From an optimization exercise on the open Yosys and OpenROAD flow, aimed at small area; shortcuts taken in it are not production practice. Only simulation tests tie the RTL to the original design; equivalence was not proved.

==> 02-05: inputs <==
==> flow/design.v <==
`timescale 1ns/1ns
package tg_cfg_pkg;
  typedef enum logic [2:0] {
    PAT_RANDOM     = 3'd0,
    PAT_COMPLEMENT = 3'd1,
    PAT_TRANSPOSE  = 3'd2,
    PAT_NEIGHBOR   = 3'd3,
    PAT_TORNADO    = 3'd4
  } pattern_e;
  localparam int RAND_W = 32;
  localparam int TXN_W = 16;
  localparam int STAT_W = 16;
  localparam logic [RAND_W-1:0] LFSR_RESET_SEED = 32'h0000_0001;
endpackage
`timescale 1ns/1ns
package tg_noc_pkg;
  typedef logic [1:0] coord_t;
  typedef logic [0:0] port_t;
  typedef enum logic [2:0] {
    DIR_N = 3'd0,
    DIR_S = 3'd1,
    DIR_E = 3'd2,
    DIR_W = 3'd3,
    DIR_L = 3'd4  
  } dir_e;
endpackage
`timescale 1ns/1ns
`timescale 1ns/1ns
`timescale 1ns/1ns
module tg_credit_next (
  input  logic vld_i,
  input  logic ret_i,
  input  logic live_i,
  input  logic out1_i,
  input  logic out2_i,
  output logic out1_o,
  output logic out2_o
);
  assign out1_o = live_i & (vld_i | out2_i | (out1_i & ~ret_i));
  assign out2_o = live_i & ~ret_i & (out2_i | (out1_i & vld_i));
endmodule
`timescale 1ns/1ns
module tg_aoi222 (
  input  logic a1,
  input  logic a2,
  input  logic b1,
  input  logic b2,
  input  logic c1,
  input  logic c2,
  output logic y
);
  assign y = ~((a1 & a2) | (b1 & b2) | (c1 & c2));
endmodule
module tg_aoi22 (
  input  logic a1,
  input  logic a2,
  input  logic b1,
  input  logic b2,
  output logic y
);
  assign y = ~((a1 & a2) | (b1 & b2));
endmodule
`timescale 1ns/1ns
module tg_traffic_gen_top #(
  parameter int MESH_X      = 4,
  parameter int MESH_Y      = 4,
  parameter int LOCAL_PORTS = 2,
  parameter int SENDER_NUM  = MESH_X * MESH_Y * LOCAL_PORTS,
  parameter int CREDIT_NUM  = 2,
  localparam int IDX_W      = (SENDER_NUM > 1) ? $clog2(SENDER_NUM) : 1
) (
  input  logic                          clk,
  input  logic                          rstn,
  input  logic                          run_i,
  input  logic                          seed_load_i,
  input  logic [tg_cfg_pkg::RAND_W-1:0] seed_src_i,
  input  logic [tg_cfg_pkg::RAND_W-1:0] seed_tgt_i,
  input  logic [2:0]                    pattern_i,
  input  logic [SENDER_NUM-1:0]         credit_return_i,
  input  logic [IDX_W-1:0]              stat_sel_i,
  output logic [SENDER_NUM-1:0]         test_vld_o,
  output tg_noc_pkg::coord_t            test_tgt_x_o,
  output tg_noc_pkg::coord_t            test_tgt_y_o,
  output tg_noc_pkg::port_t             test_tgt_port_o,
  output logic [2:0]                    test_route_o,
  output logic [tg_cfg_pkg::TXN_W-1:0]  test_txn_id_o,
  output logic [tg_cfg_pkg::STAT_W-1:0] gen_total_o,
  output logic [tg_cfg_pkg::STAT_W-1:0] sent_total_o,
  output logic [tg_cfg_pkg::STAT_W-1:0] stat_sent_o
);
  localparam int RW = tg_cfg_pkg::RAND_W;
  localparam int SW = tg_cfg_pkg::STAT_W;
  localparam int TW = tg_cfg_pkg::TXN_W;
  logic live_q;
  always_ff @(posedge clk or negedge rstn) begin
    if (!rstn) begin
      live_q <= 1'b0;
    end else begin
      live_q <= 1'b1;
    end
  end
  logic [RW-1:0] src_q, tgt_q;
  logic [RW-1:0] src_w, tgt_w;
  logic [RW-1:0] src_d, tgt_d;
  assign src_w = live_q ? src_q : tg_cfg_pkg::LFSR_RESET_SEED;
  assign tgt_w = live_q ? tgt_q : tg_cfg_pkg::LFSR_RESET_SEED;
  logic lfsr_ld, lfsr_sh, lfsr_hd, lfsr_sh_w, lfsr_hd_w;
  assign lfsr_ld   = seed_load_i;  
  assign lfsr_sh   = !seed_load_i && run_i;
  assign lfsr_hd   = !seed_load_i && !run_i;
  assign lfsr_sh_w = lfsr_sh && live_q;
  assign lfsr_hd_w = lfsr_hd && live_q;
  for (genvar i = 0; i < RW; i++) begin : g_lfsr
    logic src_in, tgt_in, src_self, tgt_self, sh, hd, src_n, tgt_n;
    if (i == 0) begin : g_fb
      assign src_in = src_w[31] ^ src_w[21] ^ src_w[1] ^ src_w[0];
      assign tgt_in = tgt_w[31] ^ tgt_w[21] ^ tgt_w[1] ^ tgt_w[0];
    end else if (i == 1) begin : g_sh1
      assign src_in = src_w[0];
      assign tgt_in = tgt_w[0];
    end else begin : g_sh
      assign src_in = src_q[i-1];  
      assign tgt_in = tgt_q[i-1];
    end
    if (i < 2) begin : g_low
      assign src_self = src_w[i];
      assign tgt_self = tgt_w[i];
      assign sh       = lfsr_sh;
      assign hd       = lfsr_hd;
    end else begin : g_high
      assign src_self = src_q[i];
      assign tgt_self = tgt_q[i];
      assign sh       = lfsr_sh_w;
      assign hd       = lfsr_hd_w;
    end
    tg_aoi222 u_src (
      .a1 (lfsr_ld), .a2 (seed_src_i[i]),
      .b1 (sh),      .b2 (src_in),
      .c1 (hd),      .c2 (src_self),
      .y  (src_n)
    );
    tg_aoi222 u_tgt (
      .a1 (lfsr_ld), .a2 (seed_tgt_i[i]),
      .b1 (sh),      .b2 (tgt_in),
      .c1 (hd),      .c2 (tgt_self),
      .y  (tgt_n)
    );
    assign src_d[i] = ~src_n;
    assign tgt_d[i] = ~tgt_n;
  end
  always_ff @(posedge clk) begin
    src_q <= src_d;
    tgt_q <= tgt_d;
  end
  tg_noc_pkg::coord_t cx, cy, ctx, cty;
  logic               cport, ctport;
  assign cx     = src_w[1:0];
  assign cy     = src_w[30:29];
  assign cport  = src_w[0] ^ tgt_w[30];
  assign ctport = src_w[30] ^ tgt_w[0];
  always_comb begin
    case (pattern_i)
      3'd1: begin  
        ctx = 2'd3 - cx;
        cty = 2'd3 - cy;
      end
      3'd2: begin  
        ctx = cy;
        cty = cx;
      end
      3'd3, 3'd4: begin  
        ctx = cx + 2'd1;
        cty = cy;
      end
      default: begin  
        ctx = tgt_w[1:0];
        cty = tgt_w[30:29];
      end
    endcase
  end
  logic [IDX_W-1:0] idx_q;
  logic [1:0]       tx_q, ty_q;
  logic             tport_q;
  logic [1:0]       sx, sy;
  logic             vld;
  logic             issue;
  logic [2:0]       route;
  always_ff @(posedge clk) begin
    idx_q   <= {cx, cy, cport};
    tx_q    <= ctx;
    ty_q    <= cty;
    tport_q <= ctport;
  end
  assign sx = idx_q[4:3];
  assign sy = idx_q[2:1];
  always_comb begin
    if (tx_q > sx) begin
      route = 3'd2;  
    end else if (tx_q < sx) begin
      route = 3'd3;  
    end else if (ty_q > sy) begin
      route = 3'd0;  
    end else if (ty_q < sy) begin
      route = 3'd1;  
    end else begin
      route = 3'd4;  
    end
  end
  assign vld = live_q && ((tx_q != sx) || (ty_q != sy));  
  logic [SENDER_NUM-1:0] out1_q;
  logic [SENDER_NUM-1:0] out2_q;
  assign issue = vld && !out2_q[idx_q];  
  always_comb begin
    test_vld_o = '0;
    if (issue) begin
      test_vld_o[idx_q] = 1'b1;
    end
  end
  logic [SENDER_NUM-1:0] out1_d;
  logic [SENDER_NUM-1:0] out2_d;
  for (genvar s = 0; s < SENDER_NUM; s++) begin : g_credit
    tg_credit_next u_next (
      .vld_i  (test_vld_o[s]),
      .ret_i  (credit_return_i[s]),
      .live_i (live_q),
      .out1_i (out1_q[s]),
      .out2_i (out2_q[s]),
      .out1_o (out1_d[s]),
      .out2_o (out2_d[s])
    );
  end
  always_ff @(posedge clk) begin
    out1_q <= out1_d;
    out2_q <= out2_d;
  end
  logic [TW-1:0] txn_q;       
  logic [SW-1:0] gen_q;       
  logic [SW-1:0] cnt_q [SENDER_NUM];
  logic [TW:0]   txn_cy;
  logic [SW:0]   gen_cy;
  assign txn_cy[0] = issue;
  assign gen_cy[0] = vld;  
  for (genvar i = 0; i < SW; i++) begin : g_tot
    assign txn_cy[i+1] = txn_cy[i] & txn_q[i];
    assign gen_cy[i+1] = gen_cy[i] & gen_q[i];
  end
  always_ff @(posedge clk or negedge rstn) begin
    if (!rstn) begin
      txn_q <= '0;
      gen_q <= '0;
    end else begin
      txn_q <= txn_q ^ txn_cy[TW-1:0];
      gen_q <= gen_q ^ gen_cy[SW-1:0];
    end
  end
  for (genvar s = 0; s < SENDER_NUM; s++) begin : g_cnt
    logic [SW:0] cyc;
    assign cyc[0] = test_vld_o[s];
    for (genvar i = 0; i < SW; i++) begin : g_bit
      assign cyc[i+1] = cyc[i] & cnt_q[s][i];
    end
    always_ff @(posedge clk or negedge rstn) begin
      if (!rstn) begin
        cnt_q[s] <= '0;
      end else begin
        cnt_q[s] <= cnt_q[s] ^ cyc[SW-1:0];
      end
    end
  end
  localparam int GRP = (SENDER_NUM + 2) / 3;
  logic [3*GRP-1:0]  sel_oh;
  logic [SW-1:0]     grp_n [GRP];
  logic [SW-1:0]     cnt_x [3*GRP];
  for (genvar s = 0; s < 3 * GRP; s++) begin : g_sel
    if (s < SENDER_NUM) begin : g_used
      assign sel_oh[s] = (stat_sel_i == IDX_W'(s));
      assign cnt_x[s]  = cnt_q[s];
    end else begin : g_pad
      assign sel_oh[s] = 1'b0;
      assign cnt_x[s]  = '0;
    end
  end
  for (genvar k = 0; k < GRP; k++) begin : g_grp
    for (genvar b = 0; b < SW; b++) begin : g_bit
      if (3 * k + 2 < SENDER_NUM) begin : g_three
        tg_aoi222 u_aoi (
          .a1 (sel_oh[3*k]),   .a2 (cnt_x[3*k][b]),
          .b1 (sel_oh[3*k+1]), .b2 (cnt_x[3*k+1][b]),
          .c1 (sel_oh[3*k+2]), .c2 (cnt_x[3*k+2][b]),
          .y  (grp_n[k][b])
        );
      end else begin : g_two
        tg_aoi22 u_aoi (
          .a1 (sel_oh[3*k]),   .a2 (cnt_x[3*k][b]),
          .b1 (sel_oh[3*k+1]), .b2 (cnt_x[3*k+1][b]),
          .y  (grp_n[k][b])
        );
      end
    end
  end
  always_comb begin
    stat_sent_o = '0;
    for (int k = 0; k < GRP; k++) begin
      stat_sent_o = stat_sent_o | ~grp_n[k];
    end
  end
  assign test_tgt_x_o    = tx_q;
  assign test_tgt_y_o    = ty_q;
  assign test_tgt_port_o = tport_q;
  assign test_route_o    = route;
  assign test_txn_id_o   = txn_q;
  assign gen_total_o     = gen_q;
  assign sent_total_o    = txn_q;
endmodule
==> flow/flow/run.sh <==
#!/bin/bash
# Standard ORFS layout, with the port buffers made from the smallest buffer
# cell instead of the delay cell buffer_ports picks by default, and a clock
# tree of small leaf buffers without dummy balancing loads.
set -euo pipefail
export BUFFER_PORTS_ARGS="-buffer_cell sky130_fd_sc_hd__buf_1"
export CTS_ARGS="-sink_clustering_enable -repair_clock_nets -sink_clustering_size 10 -sink_clustering_max_diameter 60 -buf_list {sky130_fd_sc_hd__clkbuf_4 sky130_fd_sc_hd__clkbuf_8} -sink_clustering_buffer sky130_fd_sc_hd__clkbuf_4 -dont_use_dummy_load"
bash standard.sh finish > standard.log 2>&1
==> flow/standard.sh <==
#!/bin/bash
# synth_recipe.tcl (not shown) runs the flow's synth.tcl, then flattens the netlist and writes it again
# the make line also repeats each setting of config.mk as NAME=value (left out here)
make -C /OpenROAD-flow-scripts/flow DESIGN_CONFIG=/design/flow/config.mk WORK_HOME=/design/flow/orfs CLKGATE_MAP_FILE= SYNTH_SCRIPT=/design/flow/synth_recipe.tcl "${@:-finish}"
==> flow/config.mk <==
export PLATFORM = sky130hd
export DESIGN_NAME = tg_traffic_gen_top
export DESIGN_NICKNAME = tg_traffic_gen_top
export VERILOG_FILES = /design/flow/design.v
export SDC_FILE = /design/flow/constraint.sdc
export NUM_CORES = 4
export LEC_CHECK = 0
export CAP_MARGIN = 20
export CORE_MARGIN = 2
export CORE_UTILIZATION = 40
export CTS_BUF_LIST = sky130_fd_sc_hd__clkbuf_4 sky130_fd_sc_hd__clkbuf_8
export CTS_CLUSTER_DIAMETER = 60
export CTS_CLUSTER_SIZE = 10
export SLEW_MARGIN = 20
export SYNTH_HIERARCHICAL = 1
export SYNTH_MINIMUM_KEEP_SIZE = 0
==> flow/constraint.sdc <==
create_clock -name core_clock -period 5.5 [get_ports {clk}]
set_input_delay 1.1000 -clock core_clock [delete_from_list [all_inputs] [get_ports {clk}]]
set_output_delay 1.1000 -clock core_clock [all_outputs]
set_load 0.01 [all_outputs]
==> inputs of 08-10, as changes to 02-05 <==
--- a/flow/design.v
+++ b/flow/design.v
@@ -27,18 +27,6 @@
 `timescale 1ns/1ns
 `timescale 1ns/1ns
 `timescale 1ns/1ns
-module tg_credit_next (
-  input  logic vld_i,
-  input  logic ret_i,
-  input  logic live_i,
-  input  logic out1_i,
-  input  logic out2_i,
-  output logic out1_o,
-  output logic out2_o
-);
-  assign out1_o = live_i & (vld_i | out2_i | (out1_i & ~ret_i));
-  assign out2_o = live_i & ~ret_i & (out2_i | (out1_i & vld_i));
-endmodule
 `timescale 1ns/1ns
 module tg_aoi222 (
   input  logic a1,
@@ -91,73 +79,52 @@
   localparam int RW = tg_cfg_pkg::RAND_W;
   localparam int SW = tg_cfg_pkg::STAT_W;
   localparam int TW = tg_cfg_pkg::TXN_W;
-  logic live_q;
-  always_ff @(posedge clk or negedge rstn) begin
-    if (!rstn) begin
-      live_q <= 1'b0;
-    end else begin
-      live_q <= 1'b1;
-    end
-  end
-  logic [RW-1:0] src_q, tgt_q;
-  logic [RW-1:0] src_w, tgt_w;
+  logic [RW-1:0] src_q;
+  logic [RW-1:0] tgt_q;
   logic [RW-1:0] src_d, tgt_d;
-  assign src_w = live_q ? src_q : tg_cfg_pkg::LFSR_RESET_SEED;
-  assign tgt_w = live_q ? tgt_q : tg_cfg_pkg::LFSR_RESET_SEED;
-  logic lfsr_ld, lfsr_sh, lfsr_hd, lfsr_sh_w, lfsr_hd_w;
-  assign lfsr_ld   = seed_load_i;  
-  assign lfsr_sh   = !seed_load_i && run_i;
-  assign lfsr_hd   = !seed_load_i && !run_i;
-  assign lfsr_sh_w = lfsr_sh && live_q;
-  assign lfsr_hd_w = lfsr_hd && live_q;
+  logic          lfsr_ld, lfsr_sh, lfsr_hd;
+  assign lfsr_ld = seed_load_i;  
+  assign lfsr_sh = !seed_load_i && run_i;
+  assign lfsr_hd = !seed_load_i && !run_i;
   for (genvar i = 0; i < RW; i++) begin : g_lfsr
-    logic src_in, tgt_in, src_self, tgt_self, sh, hd, src_n, tgt_n;
+    logic src_in, tgt_in, src_n, tgt_n;
     if (i == 0) begin : g_fb
-      assign src_in = src_w[31] ^ src_w[21] ^ src_w[1] ^ src_w[0];
-      assign tgt_in = tgt_w[31] ^ tgt_w[21] ^ tgt_w[1] ^ tgt_w[0];
-    end else if (i == 1) begin : g_sh1
-      assign src_in = src_w[0];
-      assign tgt_in = tgt_w[0];
+      assign src_in = src_q[31] ^ src_q[21] ^ src_q[1] ^ src_q[0];
+      assign tgt_in = tgt_q[31] ^ tgt_q[21] ^ tgt_q[1] ^ tgt_q[0];
     end else begin : g_sh
-      assign src_in = src_q[i-1];  
+      assign src_in = src_q[i-1];
       assign tgt_in = tgt_q[i-1];
-    end
-    if (i < 2) begin : g_low
-      assign src_self = src_w[i];
-      assign tgt_self = tgt_w[i];
-      assign sh       = lfsr_sh;
-      assign hd       = lfsr_hd;
-    end else begin : g_high
-      assign src_self = src_q[i];
-      assign tgt_self = tgt_q[i];
-      assign sh       = lfsr_sh_w;
-      assign hd       = lfsr_hd_w;
     end
     tg_aoi222 u_src (
       .a1 (lfsr_ld), .a2 (seed_src_i[i]),
-      .b1 (sh),      .b2 (src_in),
-      .c1 (hd),      .c2 (src_self),
+      .b1 (lfsr_sh), .b2 (src_in),
+      .c1 (lfsr_hd), .c2 (src_q[i]),
       .y  (src_n)
     );
     tg_aoi222 u_tgt (
       .a1 (lfsr_ld), .a2 (seed_tgt_i[i]),
-      .b1 (sh),      .b2 (tgt_in),
-      .c1 (hd),      .c2 (tgt_self),
+      .b1 (lfsr_sh), .b2 (tgt_in),
+      .c1 (lfsr_hd), .c2 (tgt_q[i]),
       .y  (tgt_n)
     );
     assign src_d[i] = ~src_n;
     assign tgt_d[i] = ~tgt_n;
   end
-  always_ff @(posedge clk) begin
-    src_q <= src_d;
-    tgt_q <= tgt_d;
+  always_ff @(posedge clk or negedge rstn) begin
+    if (!rstn) begin
+      src_q <= tg_cfg_pkg::LFSR_RESET_SEED;
+      tgt_q <= tg_cfg_pkg::LFSR_RESET_SEED;
+    end else begin
+      src_q <= src_d;
+      tgt_q <= tgt_d;
+    end
   end
   tg_noc_pkg::coord_t cx, cy, ctx, cty;
   logic               cport, ctport;
-  assign cx     = src_w[1:0];
-  assign cy     = src_w[30:29];
-  assign cport  = src_w[0] ^ tgt_w[30];
-  assign ctport = src_w[30] ^ tgt_w[0];
+  assign cx     = src_q[1:0];
+  assign cy     = src_q[30:29];
+  assign cport  = src_q[0] ^ tgt_q[30];
+  assign ctport = src_q[30] ^ tgt_q[0];
   always_comb begin
     case (pattern_i)
       3'd1: begin  
@@ -173,11 +140,12 @@
         cty = cy;
       end
       default: begin  
-        ctx = tgt_w[1:0];
-        cty = tgt_w[30:29];
+        ctx = tgt_q[1:0];
+        cty = tgt_q[30:29];
       end
     endcase
   end
+  logic             live_q;
   logic [IDX_W-1:0] idx_q;
   logic [1:0]       tx_q, ty_q;
   logic             tport_q;
@@ -185,6 +153,13 @@
   logic             vld;
   logic             issue;
   logic [2:0]       route;
+  always_ff @(posedge clk or negedge rstn) begin
+    if (!rstn) begin
+      live_q <= 1'b0;
+    end else begin
+      live_q <= 1'b1;
+    end
+  end
   always_ff @(posedge clk) begin
     idx_q   <= {cx, cy, cport};
     tx_q    <= ctx;
@@ -216,22 +191,14 @@
       test_vld_o[idx_q] = 1'b1;
     end
   end
-  logic [SENDER_NUM-1:0] out1_d;
-  logic [SENDER_NUM-1:0] out2_d;
-  for (genvar s = 0; s < SENDER_NUM; s++) begin : g_credit
-    tg_credit_next u_next (
-      .vld_i  (test_vld_o[s]),
-      .ret_i  (credit_return_i[s]),
-      .live_i (live_q),
-      .out1_i (out1_q[s]),
-      .out2_i (out2_q[s]),
-      .out1_o (out1_d[s]),
-      .out2_o (out2_d[s])
-    );
-  end
-  always_ff @(posedge clk) begin
-    out1_q <= out1_d;
-    out2_q <= out2_d;
+  always_ff @(posedge clk or negedge rstn) begin
+    if (!rstn) begin
+      out1_q <= '0;
+      out2_q <= '0;
+    end else begin
+      out1_q <= test_vld_o | out2_q | (out1_q & ~credit_return_i);
+      out2_q <= ~credit_return_i & (out2_q | (out1_q & test_vld_o));
+    end
   end
   logic [TW-1:0] txn_q;       
   logic [SW-1:0] gen_q;       
==> flow/flow/run.sh (replaced) <==
#!/bin/bash
# Standard ORFS layout, with the port buffers made from the smallest buffer
# cell instead of the delay cell buffer_ports picks by default, and with
# power recovery (downsizing cells on paths with positive slack) after
# global routing.
set -euo pipefail
export BUFFER_PORTS_ARGS="-buffer_cell sky130_fd_sc_hd__buf_1"
export RECOVER_POWER=100
bash standard.sh finish > standard.log 2>&1
Settings changed: CTS_BUF_LIST sky130_fd_sc_hd__clkbuf_4 sky130_fd_sc_hd__clkbuf_8 to sky130_fd_sc_hd__clkbuf_8, CTS_CLUSTER_DIAMETER 60 to 80, CTS_CLUSTER_SIZE 10 to 16.
==> inputs of 05-01, as changes to 02-05 <==
--- a/flow/design.v
+++ b/flow/design.v
@@ -27,18 +27,6 @@
 `timescale 1ns/1ns
 `timescale 1ns/1ns
 `timescale 1ns/1ns
-module tg_credit_next (
-  input  logic vld_i,
-  input  logic ret_i,
-  input  logic live_i,
-  input  logic out1_i,
-  input  logic out2_i,
-  output logic out1_o,
-  output logic out2_o
-);
-  assign out1_o = live_i & (vld_i | out2_i | (out1_i & ~ret_i));
-  assign out2_o = live_i & ~ret_i & (out2_i | (out1_i & vld_i));
-endmodule
 `timescale 1ns/1ns
 module tg_aoi222 (
   input  logic a1,
@@ -91,73 +79,52 @@
   localparam int RW = tg_cfg_pkg::RAND_W;
   localparam int SW = tg_cfg_pkg::STAT_W;
   localparam int TW = tg_cfg_pkg::TXN_W;
-  logic live_q;
-  always_ff @(posedge clk or negedge rstn) begin
-    if (!rstn) begin
-      live_q <= 1'b0;
-    end else begin
-      live_q <= 1'b1;
-    end
-  end
-  logic [RW-1:0] src_q, tgt_q;
-  logic [RW-1:0] src_w, tgt_w;
+  logic [RW-1:0] src_q;
+  logic [RW-1:0] tgt_q;
   logic [RW-1:0] src_d, tgt_d;
-  assign src_w = live_q ? src_q : tg_cfg_pkg::LFSR_RESET_SEED;
-  assign tgt_w = live_q ? tgt_q : tg_cfg_pkg::LFSR_RESET_SEED;
-  logic lfsr_ld, lfsr_sh, lfsr_hd, lfsr_sh_w, lfsr_hd_w;
-  assign lfsr_ld   = seed_load_i;  
-  assign lfsr_sh   = !seed_load_i && run_i;
-  assign lfsr_hd   = !seed_load_i && !run_i;
-  assign lfsr_sh_w = lfsr_sh && live_q;
-  assign lfsr_hd_w = lfsr_hd && live_q;
+  logic          lfsr_ld, lfsr_sh, lfsr_hd;
+  assign lfsr_ld = seed_load_i;  
+  assign lfsr_sh = !seed_load_i && run_i;
+  assign lfsr_hd = !seed_load_i && !run_i;
   for (genvar i = 0; i < RW; i++) begin : g_lfsr
-    logic src_in, tgt_in, src_self, tgt_self, sh, hd, src_n, tgt_n;
+    logic src_in, tgt_in, src_n, tgt_n;
     if (i == 0) begin : g_fb
-      assign src_in = src_w[31] ^ src_w[21] ^ src_w[1] ^ src_w[0];
-      assign tgt_in = tgt_w[31] ^ tgt_w[21] ^ tgt_w[1] ^ tgt_w[0];
-    end else if (i == 1) begin : g_sh1
-      assign src_in = src_w[0];
-      assign tgt_in = tgt_w[0];
+      assign src_in = src_q[31] ^ src_q[21] ^ src_q[1] ^ src_q[0];
+      assign tgt_in = tgt_q[31] ^ tgt_q[21] ^ tgt_q[1] ^ tgt_q[0];
     end else begin : g_sh
-      assign src_in = src_q[i-1];  
+      assign src_in = src_q[i-1];
       assign tgt_in = tgt_q[i-1];
     end
-    if (i < 2) begin : g_low
-      assign src_self = src_w[i];
-      assign tgt_self = tgt_w[i];
-      assign sh       = lfsr_sh;
-      assign hd       = lfsr_hd;
-    end else begin : g_high
-      assign src_self = src_q[i];
-      assign tgt_self = tgt_q[i];
-      assign sh       = lfsr_sh_w;
-      assign hd       = lfsr_hd_w;
-    end
     tg_aoi222 u_src (
       .a1 (lfsr_ld), .a2 (seed_src_i[i]),
-      .b1 (sh),      .b2 (src_in),
-      .c1 (hd),      .c2 (src_self),
+      .b1 (lfsr_sh), .b2 (src_in),
+      .c1 (lfsr_hd), .c2 (src_q[i]),
       .y  (src_n)
     );
     tg_aoi222 u_tgt (
       .a1 (lfsr_ld), .a2 (seed_tgt_i[i]),
-      .b1 (sh),      .b2 (tgt_in),
-      .c1 (hd),      .c2 (tgt_self),
+      .b1 (lfsr_sh), .b2 (tgt_in),
+      .c1 (lfsr_hd), .c2 (tgt_q[i]),
       .y  (tgt_n)
     );
     assign src_d[i] = ~src_n;
     assign tgt_d[i] = ~tgt_n;
   end
-  always_ff @(posedge clk) begin
-    src_q <= src_d;
-    tgt_q <= tgt_d;
+  always_ff @(posedge clk or negedge rstn) begin
+    if (!rstn) begin
+      src_q <= tg_cfg_pkg::LFSR_RESET_SEED;
+      tgt_q <= tg_cfg_pkg::LFSR_RESET_SEED;
+    end else begin
+      src_q <= src_d;
+      tgt_q <= tgt_d;
+    end
   end
   tg_noc_pkg::coord_t cx, cy, ctx, cty;
   logic               cport, ctport;
-  assign cx     = src_w[1:0];
-  assign cy     = src_w[30:29];
-  assign cport  = src_w[0] ^ tgt_w[30];
-  assign ctport = src_w[30] ^ tgt_w[0];
+  assign cx     = src_q[1:0];
+  assign cy     = src_q[30:29];
+  assign cport  = src_q[0] ^ tgt_q[30];
+  assign ctport = src_q[30] ^ tgt_q[0];
   always_comb begin
     case (pattern_i)
       3'd1: begin  
@@ -173,11 +140,12 @@
         cty = cy;
       end
       default: begin  
-        ctx = tgt_w[1:0];
-        cty = tgt_w[30:29];
+        ctx = tgt_q[1:0];
+        cty = tgt_q[30:29];
       end
     endcase
   end
+  logic             live_q;
   logic [IDX_W-1:0] idx_q;
   logic [1:0]       tx_q, ty_q;
   logic             tport_q;
@@ -185,6 +153,13 @@
   logic             vld;
   logic             issue;
   logic [2:0]       route;
+  always_ff @(posedge clk or negedge rstn) begin
+    if (!rstn) begin
+      live_q <= 1'b0;
+    end else begin
+      live_q <= 1'b1;
+    end
+  end
   always_ff @(posedge clk) begin
     idx_q   <= {cx, cy, cport};
     tx_q    <= ctx;
@@ -207,31 +182,31 @@
     end
   end
   assign vld = live_q && ((tx_q != sx) || (ty_q != sy));  
-  logic [SENDER_NUM-1:0] out1_q;
-  logic [SENDER_NUM-1:0] out2_q;
-  assign issue = vld && !out2_q[idx_q];  
+  logic [SENDER_NUM-1:0] crd0_q;
+  logic [SENDER_NUM-1:0] crd_n1_q;
+  logic [SENDER_NUM-1:0] crd_nz;
+  assign crd_nz = crd0_q | ~crd_n1_q;
+  assign issue  = vld && crd_nz[idx_q];  
   always_comb begin
     test_vld_o = '0;
     if (issue) begin
       test_vld_o[idx_q] = 1'b1;
     end
   end
-  logic [SENDER_NUM-1:0] out1_d;
-  logic [SENDER_NUM-1:0] out2_d;
   for (genvar s = 0; s < SENDER_NUM; s++) begin : g_credit
-    tg_credit_next u_next (
-      .vld_i  (test_vld_o[s]),
-      .ret_i  (credit_return_i[s]),
-      .live_i (live_q),
-      .out1_i (out1_q[s]),
-      .out2_i (out2_q[s]),
-      .out1_o (out1_d[s]),
-      .out2_o (out2_d[s])
-    );
-  end
-  always_ff @(posedge clk) begin
-    out1_q <= out1_d;
-    out2_q <= out2_d;
+    logic chg;
+    logic t1;
+    assign chg = test_vld_o[s] ^ credit_return_i[s];
+    assign t1  = chg & ~(crd0_q[s] ^ credit_return_i[s]);
+    always_ff @(posedge clk or negedge rstn) begin
+      if (!rstn) begin
+        crd0_q[s]   <= 1'b0;
+        crd_n1_q[s] <= 1'b0;
+      end else begin
+        crd0_q[s]   <= crd0_q[s] ^ chg;
+        crd_n1_q[s] <= crd_n1_q[s] ^ t1;
+      end
+    end
   end
   logic [TW-1:0] txn_q;       
   logic [SW-1:0] gen_q;       
==> flow/run.sh (new file) <==
#!/bin/bash
# synth_recipe.tcl (not shown) runs the flow's synth.tcl, then flattens the netlist and writes it again
# the make line also repeats each setting of config.mk as NAME=value (left out here)
make -C /OpenROAD-flow-scripts/flow DESIGN_CONFIG=/design/flow/config.mk WORK_HOME=/design/flow/orfs CLKGATE_MAP_FILE= SYNTH_SCRIPT=/design/flow/synth_recipe.tcl finish
Settings changed: CORE_UTILIZATION 40 to 60, CTS_BUF_LIST sky130_fd_sc_hd__clkbuf_4 sky130_fd_sc_hd__clkbuf_8 to sky130_fd_sc_hd__clkbuf_8, CTS_CLUSTER_DIAMETER 60 to unset, CTS_CLUSTER_SIZE 10 to unset.
removed: flow/flow/run.sh
removed: flow/standard.sh
==> notes <==
05-01 finished with timing, DRC and antenna clean. 08-10 reached the layout checks and failed them: max-capacitance violations, max-slew violations. 02-05 completed with no timing, DRC or antenna violations. Flip-flop and latch count is the same in 02-05 and 08-10. Synthesized area, highest first: 05-01, 08-10, 02-05. The lowest first-iteration DRC count belongs to 08-10, the highest to 05-01. Worst setup slack: 02-05 is higher than 08-10 (0.076 ns). Final cell count: 05-01 > 08-10 > 02-05.

-- what the ideal ports hide --
No port has a modelled driver above. Below, the same layouts with a new extraction and two added sets of constraints.
Step 1, drivers: a clkbuf_16 drives clk and a buf_2 each remaining input, both assumed.
Step 2 times the ports against the registers' clock, not the clock port: input delays grow and output delays shrink by t, the midpoint of the rising clock arrivals with the driver on.
Slacks: ideal / step 1 / step 2; pairs: ideal / step 1.
| run | shift t [ns] | setup WS [ns] | hold slack, ns | slew at the worst register clock pin (ns) | worst data-port slew with drivers (ns) |
|---|---|---|---|---|---|
| 02-05 | 0.697 | 0.303 / 0.303 / 0.303 | 0.438 / 0.438 / 0.438 | 0.12 / 0.12 | 0.09 |
| 08-10 | 0.712 | 0.227 / 0.227 / 0.227 | 0.468 / 0.468 / 0.468 | 0.11 / 0.11 | 0.07 |
| 05-01 | 0.756 | 0.082 / 0.004 / 0.004 | 0.460 / 0.460 / 0.460 | 0.07 / 0.07 | 0.09 |
The setup slack of 05-01, which loses most, moves by -0.078 ns with the drivers and by -0.078 ns with both steps.
